This design comes from an exercise in tuning for a short achievable clock period and few clock cycles on the open sky130 flow, not from production work.
In this exercise RTL edits were held to simulation tests only and were not proved equivalent to the original.

==> run H: inputs <==
// multicycle_cpu
module multicycle_cpu #(
  parameter int              XLEN     = cpu_pkg::XLEN_DEFAULT,
  parameter int              NREG     = 32,
  parameter logic [XLEN-1:0] RESET_PC = '0
) (
  input  logic              Clock,
  input  logic              Reset,
  output logic              imem_req,
  output logic [XLEN-1:0]   imem_addr,
  input  logic              imem_ready,
  input  logic [31:0]       imem_rdata,
  output logic              dmem_req,
  output logic              dmem_we,
  output logic [XLEN-1:0]   dmem_addr,
  output logic [XLEN-1:0]   dmem_wdata,
  input  logic              dmem_ready,
  input  logic [XLEN-1:0]   dmem_rdata,
  output logic [XLEN-1:0]   Result,
  output logic [XLEN-1:0]   Addr,
  output logic              retire,
  output logic              halted
);
  logic [XLEN-1:0] pc_reg;
  logic            fetch_en;       
  logic            hreg;           
  logic            halted_reg;
  logic            v2, halt2, res2, lw2, sw2, beq2, inv2, addi2;
  logic            selsum2, seland2, selor2, selslt2;
  logic [XLEN-1:0] pc2, tgt2, a2, b2;
  logic [4:0]      rs2, rt2, dest2;
  logic [15:0]     imm2;
  logic            m3a, m3b;       
  logic            same2;          
  logic            hz2;            
  logic            v3, res3, lw3, sw3, wr3, cin3;
  logic            selsum3, seland3, selor3, selslt3;
  logic            lt3;            
  logic            ret_nm3, ret_m3;  
  logic [XLEN-1:0] pc3, a3, bx3, addr3;
  logic [4:0]      dest3;
  logic [XLEN-1:0] res_reg;        
  logic            wr4;            
  logic [4:0]      dest4;
  logic [XLEN-1:0] wd3;            
  logic            vD;             
  logic [31:0]     ir1;            
  logic [XLEN-1:0] pc1, tgt1;      
  logic [31:0]     rsel1, rsel2;   
  logic [XLEN-1:0] pcp4, jtgtF, tgtF;
  logic            fetchF, jF, legalF;
  assign pcp4   = {cpu_pkg::ks_add({2'b00, pc_reg[XLEN-1:2]}, 32'd0, 1'b1), 2'b00};
  assign fetchF = fetch_en && imem_ready;
  assign jF     = (imem_rdata[31:26] == cpu_pkg::OP_J);
  assign legalF = cpu_pkg::is_legal(imem_rdata[31:26], imem_rdata[5:0]);
  assign jtgtF  = {pcp4[XLEN-1:28], imem_rdata[25:0], 2'b00};
  logic [31:0] tgtcF;
  assign tgtcF = cpu_pkg::ks_add({2'b00, pc_reg[XLEN-1:2]},
  ...
Settings: LEC_CHECK=0, CAP_MARGIN=20, CORE_AREA=2.3 2.72 382.26 383.52, DIE_AREA=0 0 386.24 386.24, PLACE_DENSITY=0.6, SETUP_SLACK_MARGIN=3.2, SLEW_MARGIN=20; clock period 6.0 ns.
standard.sh (not shown) runs the stock make flow with config.mk's settings and CLKGATE_MAP_FILE= SYNTH_SCRIPT=/design/flow/synth_recipe.tcl, a recipe that flattens the netlist after the stock synthesis.
==> flow/flow/run.sh <==
#!/bin/bash
# The standard layout (standard.sh) with three changes, none to the flip-flops:
#  - Yosys's ABC maps the combinational logic with a delay-driven script
#    (abc_speed.script here) instead of ORFS's;
#  - adders are left to ABC rather than mapped to full-adder cells first
#    (ADDER_MAP_FILE empty);
#  - the port buffers are buf_8 cells instead of the smallest buffer.
# Every tool's output goes to the ORFS logs under orfs/logs; make's own
# output goes to orfs_make.log here.
set -euo pipefail
here=$(pwd)
rm -rf "$here/scripts_abc"
cp -r "$FLOW_HOME/scripts" "$here/scripts_abc"
chmod -R u+w "$here/scripts_abc"
cp "$here/flow/abc_speed.script" "$here/scripts_abc/abc_speed.script"
bash standard.sh SCRIPTS_DIR="$here/scripts_abc" ADDER_MAP_FILE= \
  BUFFER_PORTS_ARGS="-buffer_cell sky130_fd_sc_hd__buf_8" finish > "$here/orfs_make.log" 2>&1
==> flow/flow/abc_speed.script <==
strash
if -g
strash
dch -f
map -D 1000
topo
buffer -c
upsize -c
dnsize -c
==> inputs of run K, as changes to run H <==
--- a/flow/design.v
+++ b/flow/design.v
@@ -49,46 +49,48 @@
 module regfile #(
   parameter int XLEN = 32,
   parameter int NREG = 32
 ) (
   input  logic            clk,
   input  logic            rst_n,
-  input  logic [31:0]     rsel1,
-  input  logic [31:0]     rsel2,
+  input  logic [4:0]      raddr1,
+  input  logic [4:0]      raddr2,
   output logic [XLEN-1:0] rdata1,
   output logic [XLEN-1:0] rdata2,
   input  logic            we,
   input  logic [4:0]      waddr,
   input  logic [XLEN-1:0] wdata
 );
   logic [XLEN-1:0] regs [32];
+  logic [31:0]     valid;
   genvar gi;
   generate
     for (gi = 0; gi < 32; gi++) begin : g_reg
       if (gi > 0 && gi < NREG) begin : g_impl
         logic [XLEN-1:0] q_reg;
+        logic            v_reg;
+        always_ff @(posedge clk) begin
+          if (we && waddr == 5'(gi))
+            q_reg <= wdata;
+        end
         always_ff @(posedge clk) begin
           if (!rst_n)
-            q_reg <= '0;
+            v_reg <= 1'b0;
           else if (we && waddr == 5'(gi))
-            q_reg <= wdata;
+            v_reg <= 1'b1;
         end
-        assign regs[gi] = q_reg;
+        assign regs[gi]  = q_reg;
+        assign valid[gi] = v_reg;
       end else begin : g_zero
-        assign regs[gi] = '0;
+        assign regs[gi]  = '0;
+        assign valid[gi] = 1'b0;
       end
     end
   endgenerate
-  always_comb begin
-    rdata1 = '0;
-    rdata2 = '0;
-    for (int i = 1; i < 32; i++) begin
-      rdata1 = rdata1 | ({XLEN{rsel1[i]}} & regs[i]);
-      rdata2 = rdata2 | ({XLEN{rsel2[i]}} & regs[i]);
-    end
-  end
+  assign rdata1 = valid[raddr1] ? regs[raddr1] : '0;
+  assign rdata2 = valid[raddr2] ? regs[raddr2] : '0;
 endmodule
 module multicycle_cpu #(
   parameter int              XLEN     = cpu_pkg::XLEN_DEFAULT,
   parameter int              NREG     = 32,
   parameter logic [XLEN-1:0] RESET_PC = '0
 ) (
@@ -128,42 +130,34 @@
   logic [XLEN-1:0] pc3, a3, bx3, addr3;
   logic [4:0]      dest3;
   logic [XLEN-1:0] res_reg;        
   logic            wr4;            
   logic [4:0]      dest4;
   logic [XLEN-1:0] wd3;            
-  logic            vD;             
-  logic [31:0]     ir1;            
-  logic [XLEN-1:0] pc1, tgt1;      
-  logic [31:0]     rsel1, rsel2;   
-  logic [XLEN-1:0] pcp4, jtgtF, tgtF;
-  logic            fetchF, jF, legalF;
-  assign pcp4   = {cpu_pkg::ks_add({2'b00, pc_reg[XLEN-1:2]}, 32'd0, 1'b1), 2'b00};
-  assign fetchF = fetch_en && imem_ready;
-  assign jF     = (imem_rdata[31:26] == cpu_pkg::OP_J);
-  assign legalF = cpu_pkg::is_legal(imem_rdata[31:26], imem_rdata[5:0]);
-  assign jtgtF  = {pcp4[XLEN-1:28], imem_rdata[25:0], 2'b00};
-  logic [31:0] tgtcF;
-  assign tgtcF = cpu_pkg::ks_add({2'b00, pc_reg[XLEN-1:2]},
-                                 {{(XLEN-14){imem_rdata[15]}}, imem_rdata[15:0]}, 1'b1);
-  assign tgtF  = {tgtcF[XLEN-3:0], 2'b00};
-  logic [XLEN-1:0] rdata1, rdata2;
+  logic [XLEN-1:0] pcp4, jtgt1, tgt1, rdata1, rdata2;
   logic [5:0]      op1, fn1;
   logic [4:0]      rs1, rt1, rd1, dest1;
-  logic            r1, addi1, lw1, sw1, beq1, legal1;
-  assign op1   = ir1[31:26];
-  assign fn1   = ir1[5:0];
-  assign rs1   = ir1[25:21];
-  assign rt1   = ir1[20:16];
-  assign rd1   = ir1[15:11];
+  logic            r1, addi1, lw1, sw1, beq1, j1, legal1;
+  assign pcp4  = {cpu_pkg::ks_add({2'b00, pc_reg[XLEN-1:2]}, 32'd0, 1'b1), 2'b00};
+  assign op1   = imem_rdata[31:26];
+  assign fn1   = imem_rdata[5:0];
+  assign rs1   = imem_rdata[25:21];
+  assign rt1   = imem_rdata[20:16];
+  assign rd1   = imem_rdata[15:11];
+  assign jtgt1 = {pcp4[XLEN-1:28], imem_rdata[25:0], 2'b00};
+  logic [31:0] tgtc1;
+  assign tgtc1 = cpu_pkg::ks_add({2'b00, pc_reg[XLEN-1:2]},
+                                 {{(XLEN-14){imem_rdata[15]}}, imem_rdata[15:0]}, 1'b1);
+  assign tgt1  = {tgtc1[XLEN-3:0], 2'b00};
   assign legal1 = cpu_pkg::is_legal(op1, fn1);
   assign r1     = (op1 == cpu_pkg::OP_RTYPE);
   assign addi1  = (op1 == cpu_pkg::OP_ADDI);
   assign lw1    = (op1 == cpu_pkg::OP_LW);
   assign sw1    = (op1 == cpu_pkg::OP_SW);
   assign beq1   = (op1 == cpu_pkg::OP_BEQ);
+  assign j1     = (op1 == cpu_pkg::OP_J);
   assign dest1  = r1 ? rd1 : ((addi1 || lw1) ? rt1 : 5'd0);
   logic [XLEN-1:0] sum3, alu3, wval3;
   logic            dstall, done3;
   assign sum3  = cpu_pkg::ks_add(a3, bx3, cin3);
   assign alu3  = ({XLEN{selsum3}} & sum3)
                | ({XLEN{seland3}} & (a3 & bx3))
@@ -172,14 +166,14 @@
   assign wval3 = lw3 ? dmem_rdata : alu3;
   assign dstall = ret_m3 && !dmem_ready;
   assign done3  = v3 && !dstall;
   regfile #(.XLEN(XLEN), .NREG(NREG)) u_regfile (
     .clk    (Clock),
     .rst_n  (Reset),
-    .rsel1  (rsel1),
-    .rsel2  (rsel2),
+    .raddr1 (rs1),
+    .raddr2 (rt1),
     .rdata1 (rdata1),
     .rdata2 (rdata2),
     .we     (wr4),
     .waddr  (dest4),
     .wdata  (res_reg)
   );
@@ -219,17 +213,16 @@
                      : (inv2 ? (a2 == b2) : cpu_pkg::sum_eq(a2, b2, 1'b0, '0));
   end
   assign z2_ok  = v2 && dest2 != 5'd0
                && (seland2 || selor2 || selsum2 || selslt2) && !m3a && (addi2 || !m3b);
   assign res1   = beq1 && z2_ok && ((rt1 == 5'd0 && rs1 == dest2) || (rs1 == 5'd0 && rt1 == dest2));
   assign taken1 = res1 && z2;
-  logic advFn, advF;
+  logic fetch1;
   logic v2_n, halt2_n, v3_n, mem3_n, hreg_n;
-  assign advFn   = adv2n || !vD;
-  assign advF    = advFn && !dstall;
-  assign v2_n    = adv2n ? (vD && !taken2n) : v2;
+  assign fetch1  = fetch_en && imem_ready;
+  assign v2_n    = adv2n ? (fetch1 && !taken2n) : v2;
   assign halt2_n = adv2n ? !legal1 : halt2;
   assign v3_n    = adv2n && v2;
   assign mem3_n  = adv2n ? (lw2 || sw2) : (lw3 || sw3);
   assign hreg_n  = hreg || (v2 && halt2);
   logic m3a_n, m3b_n;
   assign m3a_n = v2 && dest2 != 5'd0 && dest2 == rs1;
@@ -247,13 +240,13 @@
   always_ff @(posedge Clock) begin
     if (!Reset) begin
       pc_reg     <= RESET_PC;
       fetch_en   <= 1'b1;
       hreg       <= 1'b0;
       halted_reg <= 1'b0;
-      vD <= 1'b0; v2 <= 1'b0; halt2 <= 1'b0;
+      v2 <= 1'b0; halt2 <= 1'b0;
       m3a <= 1'b0; m3b <= 1'b0; hz2 <= 1'b0;
       v3 <= 1'b0; wr3 <= 1'b0; lw3 <= 1'b0; sw3 <= 1'b0; wr4 <= 1'b0;
       ret_nm3 <= 1'b0; ret_m3 <= 1'b0;
       res_reg <= '0;
     end else if (dstall) begin
       wr4 <= 1'b0;
@@ -278,37 +271,21 @@
       end else begin
         wr3 <= 1'b0;
         m3a <= 1'b0;
         m3b <= 1'b0;
         hz2 <= 1'b0;
       end
-      if (taken2n) begin
-        pc_reg   <= tgt2;
-        vD       <= 1'b0;
-        fetch_en <= 1'b1;
-      end else if (adv2n && vD && taken1) begin
-        pc_reg   <= tgt1;
-        vD       <= 1'b0;
-        fetch_en <= 1'b1;
-      end else if (advFn) begin
-        vD <= fetchF;
-        if (fetchF) begin
-          pc_reg <= jF ? jtgtF : pcp4;
-          if (!legalF) fetch_en <= 1'b0;
-        end
+      if (taken2n)
+        pc_reg <= tgt2;
+      else if (adv2n && fetch1) begin
+        pc_reg <= j1 ? jtgt1 : (taken1 ? tgt1 : pcp4);
+        if (!legal1) fetch_en <= 1'b0;
       end
     end
   end
   always_ff @(posedge Clock) begin
-    if (advF) begin
-      ir1   <= imem_rdata;
-      pc1   <= pc_reg;
-      tgt1  <= tgtF;
-      rsel1 <= 32'd1 << imem_rdata[25:21];
-      rsel2 <= 32'd1 << imem_rdata[20:16];
-    end
     if (adv2) begin
       res3    <= res2;
       cin3    <= inv2;
       selsum3 <= selsum2;
       seland3 <= seland2;
       selor3  <= selor2;
@@ -331,18 +308,18 @@
       addi2   <= addi1;
       inv2    <= r1 && fn1 == cpu_pkg::FN_SUB;
       selsum2 <= addi1 || (r1 && (fn1 == cpu_pkg::FN_ADD || fn1 == cpu_pkg::FN_SUB));
       seland2 <= r1 && fn1 == cpu_pkg::FN_AND;
       selor2  <= r1 && fn1 == cpu_pkg::FN_OR;
       selslt2 <= r1 && fn1 == cpu_pkg::FN_SLT;
-      pc2     <= pc1;
+      pc2     <= pc_reg;
       tgt2    <= tgt1;
       rs2     <= rs1;
       rt2     <= rt1;
       dest2   <= dest1;
-      imm2    <= ir1[15:0];
+      imm2    <= imem_rdata[15:0];
       a2      <= byp_a1 ? wval3 : rd_a1;
       b2      <= byp_b1 ? wval3 : rd_b1;
     end else begin
       if (cap_a2) a2 <= wval3;
       if (cap_b2) b2 <= wval3;
     end
--- a/flow/config.mk
+++ b/flow/config.mk
@@ -6,8 +6,8 @@
 export NUM_CORES = 4
 export LEC_CHECK = 0
 export CAP_MARGIN = 20
 export CORE_AREA = 2.3 2.72 382.26 383.52
 export DIE_AREA = 0 0 386.24 386.24
 export PLACE_DENSITY = 0.6
-export SETUP_SLACK_MARGIN = 3.2
+export SETUP_SLACK_MARGIN = 2.9
 export SLEW_MARGIN = 20
==> qor summary <==
Post-synthesis simple-gate area fraction: run H 0.161; run K 0.166
Most frequent cell after synthesis: run H sky130_fd_sc_hd__a21oi_1; run K sky130_fd_sc_hd__nand2_1
Post-cts gate resize count: run H 1101; run K 436
Synthesized-area fraction occupied by xor and xnor cells: run H 0.0106; run K 0.0108
Number of placed cells counting well taps: run H 12900; run K 9865
Postcts setup bufs: run H 342; run K 164
Post-Place Cell Area: run H 88700 µm²; run K 82100 µm²
Sequential cell area fraction in the yosys report: run H 0.422; run K 0.548
Routability-driven placement congestion ratio: run H 1.18; run K 1.12
Primary FF master, synth: run H sky130_fd_sc_hd__dfxtp_1; run K sky130_fd_sc_hd__edfxtp_1
Adder-cell share of the synthesized area: run H 0.000120; run K 0.000133
Leading area contributor after synthesis: run H sky130_fd_sc_hd__dfxtp_1; run K sky130_fd_sc_hd__edfxtp_1
Result of the run: run H did not finish; run K timing/DRC/antenna clean
Stage where the flow stopped: run H global routing (5_1_grt); run K -
Seq cells post-synth: run H 1555; run K 1431
Synthesized instance count: run H 11200; run K 7853
Fraction of the mapped netlist area in compound gates: run H 0.300; run K 0.216
Testbench counts of run H, summed over its fixed seeds: cycles 16,907.
Testbench counts of run K, summed over its fixed seeds: cycles 16,229.

re-timing with driven ports:
In the flow no input, the clock included, has a driving cell. The finished layout below was timed again as built, in two steps.
Step 1: set_driving_cell puts a clkbuf_16 on Clock and a buf_2 on each other input, an assumption about the parent block.
Step 2 times the ports against the registers' clock, not the clock port: input delays grow and output delays shrink by t, the midpoint of the rising clock arrivals with the driver on.
Three values: ideal, step 1, step 2; two values: the first two.
run: run K
t, ns: 0.924
slack for setup (ns): 2.531 / 2.531 / 1.778
clock arrival spread, ns: 0.049 / 0.048
After both steps run K still meets setup and hold. The setup slack of run K moves by 0.000 ns with the drivers and by -0.753 ns with both steps.
